Context: an optimization exercise on an open-source flow, tuned for a short achievable clock period and few clock cycles per item. The choices shown serve that exercise and are no tape-out recipe.
RTL that was checked went through simulation tests only; none was proved equivalent to the original.

==> flow/design.v (excerpt) <==
module lc3Core
#(
    parameter logic [15:0] resetPc = 16'h3000
)(
    input  logic         clk,
    input  logic         reset,
    input  logic [15:0]  memRData,
    output logic [15:0]  memAddr,
    output logic [15:0]  memWData,
    output logic         memWe,
    output logic [15:0]  pc,
    output logic         retire,
    output logic [127:0] regView,
    output logic [2:0]   nzp
);
==> flow/config.mk <==
export PLATFORM = sky130hd
export DESIGN_NAME = lc3Core
export DESIGN_NICKNAME = lc3Core
export VERILOG_FILES = /design/flow/design.v
export SDC_FILE = /design/flow/constraint.sdc
export NUM_CORES = 4
export LEC_CHECK = 0
export ABC_CLOCK_PERIOD_IN_PS = 3000
export CAP_MARGIN = 20
export CORE_MARGIN = 2
export CORE_UTILIZATION = 40
export SETUP_SLACK_MARGIN = 4.5
export SLEW_MARGIN = 20
==> flow/constraint.sdc <==
create_clock -name core_clock -period 8.0 [get_ports {clk}]
set_input_delay 1.6000 -clock core_clock [delete_from_list [all_inputs] [get_ports {clk}]]
set_output_delay 1.6000 -clock core_clock [all_outputs]
set_load 0.01 [all_outputs]
run.sh (not shown) runs the stock make flow with config.mk's settings and CLKGATE_MAP_FILE= SYNTH_SCRIPT=/design/flow/synth_recipe.tcl, a recipe that flattens the netlist after the stock synthesis.
Testbench counts at the start, summed over its fixed seeds: cycles 46,689, instructions 32,000.
Then changed:
--- a/flow/config.mk
+++ b/flow/config.mk
@@ -8 +7,0 @@
-export ABC_CLOCK_PERIOD_IN_PS = 3000
@@ -12 +10,0 @@
-export SETUP_SLACK_MARGIN = 4.5
After rerunning:
- The changed run produced a clean layout
- count of clock-buffer cells in the layout rises by 1
- core utilization falls by 3.8 points
- first-iteration DRC count falls by 3.1%
- synthesized area stays the same
- cell area falls by 7.5%

========
Another version of the RTL of lc3Core (not shown whole).
Size: ~2,400 cells after synthesis, roughly 200 I/O pins.
==> flow/config.mk <==
export PLATFORM = sky130hd
export DESIGN_NAME = lc3Core
export DESIGN_NICKNAME = lc3Core
export VERILOG_FILES = /design/flow/design.v
export SDC_FILE = /design/flow/constraint.sdc
export NUM_CORES = 4
export LEC_CHECK = 0
export ABC_CLOCK_PERIOD_IN_PS = 1000
export CAP_MARGIN = 20
export CORE_MARGIN = 2
export CORE_UTILIZATION = 40
export SLEW_MARGIN = 20
export SYNTH_HIERARCHICAL = 1
==> flow/constraint.sdc <==
create_clock -name core_clock -period 8.0 [get_ports {clk}]
set_input_delay 1.6000 -clock core_clock [delete_from_list [all_inputs] [get_ports {clk}]]
set_output_delay 1.6000 -clock core_clock [all_outputs]
set_load 0.01 [all_outputs]
standard.sh (not shown) runs the stock make flow with config.mk's settings and CLKGATE_MAP_FILE= SYNTH_SCRIPT=/design/flow/synth_recipe.tcl, a recipe that flattens the netlist after the stock synthesis.
==> flow/flow/run.sh <==
#!/bin/bash
set -euo pipefail
export SETUP_SLACK_MARGIN=5.5
bash standard.sh > standard.log 2>&1
Then changed:
==> flow/flow/run.sh (replaced) <==
#!/bin/bash
set -euo pipefail
export SETUP_SLACK_MARGIN=6
bash standard.sh > standard.log 2>&1
Wire length rose by 5.8%.
Setup slack is worse by 0.024 ns.
Via count climbs by 3.2%.
Non-clock buffer count is higher by 74.
Maximum frequency drops by 0.82%.
Core utilization grows by 2.7 points.
Final cell count increases by 2.1%.
Die area does not change.
No functional check of the RTL was part of any run of this note.

========
run 1:
lc3Core, a different RTL version from the one above (not shown whole).
Size in the first run: roughly 200 I/O pins.
// lc3Core
module lc3Core
#(
    parameter logic [15:0] resetPc = 16'h3000
)(
    input  logic         clk,
    input  logic         reset,
    input  logic [15:0]  memRData,
    output logic [15:0]  memAddr,
    output logic [15:0]  memWData,
    output logic         memWe,
    output logic [15:0]  pc,
    output logic         retire,
    output logic [127:0] regView,
    output logic [2:0]   nzp
);
    logic        started;    
    logic [15:0] addrR;      
    logic [15:0] addrOut;    
    logic        weR;        
    logic [15:0] wdR;        
    logic        memCyc;     
    logic        ldCyc;      
    logic [2:0]  ldDr;       
    logic [15:0] memNextPc;  
    logic [15:0] ir;         
    logic        irValid;
    logic [15:0] irAddr;
    logic [15:0] irPc1;      
    logic [15:0] pcRel;      
    logic        pcRelZ;     
    logic        irTaken;    
    logic [15:0] opA;        
    logic [15:0] opB;        
    logic [15:0] opS;        
    logic        useB;       
    logic        oOff6;      
    logic        oAdd, oAnd, oNot, oBr, oJmp, oPcMem, oStore, oLoad, oWb;
    logic [7:0][15:0] regs;
    logic [7:0][15:0] regOut;
    logic [2:0]  nzpR;
    logic [2:0]  nzpOut;
    logic [15:0] pcR;
    logic        retireR;
    assign memAddr  = addrOut;
    assign memWData = wdR;
    assign memWe    = weR;
    assign pc       = pcR;
    assign retire   = retireR;
    assign regView  = regOut;
    assign nzp      = nzpOut;
    logic        exec, execMem, redirect, weE, stHit;
    logic [15:0] sum, other, result, ea;
    logic        sumZero, otherZero, sumCout;
    assign exec     = irValid && !memCyc;
    assign execMem  = exec && (oLoad || oStore);
    assign redirect = exec && oJmp;
    assign weE      = exec && oWb;
    lc3AddKs #(.W(16), .CIN(1'b0)) addSum (.a(opA), .b(opB), .s(sum), .cout(sumCout));
    lc3SumZero sumZero0 (.a(opA), .b(opB), .z(sumZero));
    always_comb
    begin
        other = pcRel;  
        if (oAnd)
            other = opA & opB;
        else if (oNot)
            other = ~opA;
    end
    logic [15:0] andV;
    logic        otherN;
    assign andV      = opA & opB;
    assign otherZero = oAnd ? andV == 16'h0000 : oNot ? opA == 16'hffff : pcRelZ;
    assign otherN    = oAnd ? andV[15] : oNot ? !opA[15] : pcRel[15];
  ...
clock: 8.0 ns
lec_check: 0
abc_clock_period_in_ps: 1000
cap_margin: 20
core_margin: 2
core_utilization: 40
slew_margin: 20
synth_hierarchical: 1
==> flow/flow/run.sh <==
#!/bin/bash
set -euo pipefail
export SETUP_SLACK_MARGIN=6
bash standard.sh > standard.log 2>&1
In summary, run 1 completed successfully, with a layout that passed the timing, DRC and antenna checks.
Testbench counts of run 1, summed over its fixed seeds: cycles 43,484, instructions 32,000.
Relative to run 1, the following input files were edited for run 2:
- SETUP_SLACK_MARGIN newly set to 5
==> flow/run.sh (new file) <==
#!/bin/bash
# synth_recipe.tcl (not shown) runs the flow's synth.tcl, then flattens the netlist and writes it again
# the make line also repeats each setting of config.mk as NAME=value (left out here)
make -C /OpenROAD-flow-scripts/flow DESIGN_CONFIG=/design/flow/config.mk WORK_HOME=/design/flow/orfs CLKGATE_MAP_FILE= SYNTH_SCRIPT=/design/flow/synth_recipe.tcl finish
removed: flow/flow/run.sh
removed: flow/standard.sh
Results
Run 2 completed; timing, DRC and antenna clean
A origin of the worst setup path of opB[7] is what run 1 shows, while opA[10] belongs to run 2.
Run 2 vs. run 1: proportion of final cell area spent on non-clock buffers went down by 5.6 points.
Layout buffer count excluding clock buffers sits lower in run 2 than in run 1.
There was hardly any difference in net count after synthesis between run 1 and run 2.
Summary of run 2 over run 1: sequential cell area lower; global-route usage lower; routed wirelength normalized by instance count lower.

========
lc3Core, a different RTL version from the one above (not shown whole).
Size: about 2400 cells after synthesis, about 200 I/O pins.
Settings: LEC_CHECK=0, ABC_CLOCK_PERIOD_IN_PS=1000, CAP_MARGIN=20, CORE_MARGIN=2, CORE_UTILIZATION=40, SETUP_SLACK_MARGIN=5, SLEW_MARGIN=20, SYNTH_HIERARCHICAL=1; clock period 8.0 ns.
run.sh (not shown) runs the stock make flow with config.mk's settings and CLKGATE_MAP_FILE= SYNTH_SCRIPT=/design/flow/synth_recipe.tcl, a recipe that flattens the netlist after the stock synthesis.
Stock flow here: none of the scripts above is used.
Testbench counts at the start, summed over its fixed seeds: cycles 44,773, instructions 32,000.
==> next run, changes <==
==> flow/flow/run.sh (new file) <==
#!/bin/bash
set -euo pipefail
export SETUP_SLACK_MARGIN=6
bash standard.sh > standard.log 2>&1
==> flow/standard.sh (new file) <==
#!/bin/bash
# synth_recipe.tcl (not shown) runs the flow's synth.tcl, then flattens the netlist and writes it again
# the make line also repeats each setting of config.mk as NAME=value (left out here)
make -C /OpenROAD-flow-scripts/flow DESIGN_CONFIG=/design/flow/config.mk WORK_HOME=/design/flow/orfs CLKGATE_MAP_FILE= SYNTH_SCRIPT=/design/flow/synth_recipe.tcl "${@:-finish}"
- SETUP_SLACK_MARGIN: 5 -> unset
removed: flow/run.sh
What happened: Synthesized area does not change; global-route usage rises by 5.1 points; design area rises by 17%; sequential share of layout area falls by 4.0 points; hold slack barely changes; utilization rises by 7.9 points; register-to-register slack gains 0.12 ns; clock-buffer cell count rises by 10; critical path depth falls by 2.

-- separate check: timing with driven ports --
How much do the figures lean on ideal ports? The routed layouts below were timed once more, with nothing changed but the port constraints. Step 1 assumes that a clkbuf_16 drives the clock port and a buf_2 every other input. Step 2 adds t to the input delays and takes it off the output delays; t is the mean of the earliest and latest rising clock arrival at the registers after step 1. Input paths then give back, and output paths get back, about the clock's delay inside the block. Three values: ideal ports, drivers, drivers and shift; two values: the first two.
run | shift t [ns] | slack for setup (ns) | clock arrival spread, ns | worst slew at a driven data input, ns
the first run of note 1 | 0.679 | 3.955 / 3.955 / 3.955 | 0.052 / 0.052 | 0.07
the second run of note 1 | 0.669 | 2.642 / 2.642 / 2.642 | 0.065 / 0.065 | 0.09
the first run of note 2 | 0.690 | 5.044 / 5.082 / 4.393 | 0.037 / 0.037 | 0.09
the second run of note 2 | 0.689 | 5.019 / 5.038 / 4.349 | 0.036 / 0.036 | 0.10
run 1 | 0.695 | 4.831 / 4.831 / 4.266 | 0.032 / 0.032 | 0.31
run 2 | 0.677 | 4.920 / 4.920 / 4.285 | 0.038 / 0.038 | 0.07
the first run of note 4 | 0.676 | 4.979 / 5.020 / 4.344 | 0.035 / 0.035 | 0.08
the second run of note 4 | 0.701 | 5.117 / 5.110 / 4.436 | 0.038 / 0.038 | 0.17
After both steps every run listed still meets setup and hold. The setup slack of the second run of note 4, which loses most, moves by -0.007 ns with the drivers and by -0.681 ns with both steps.
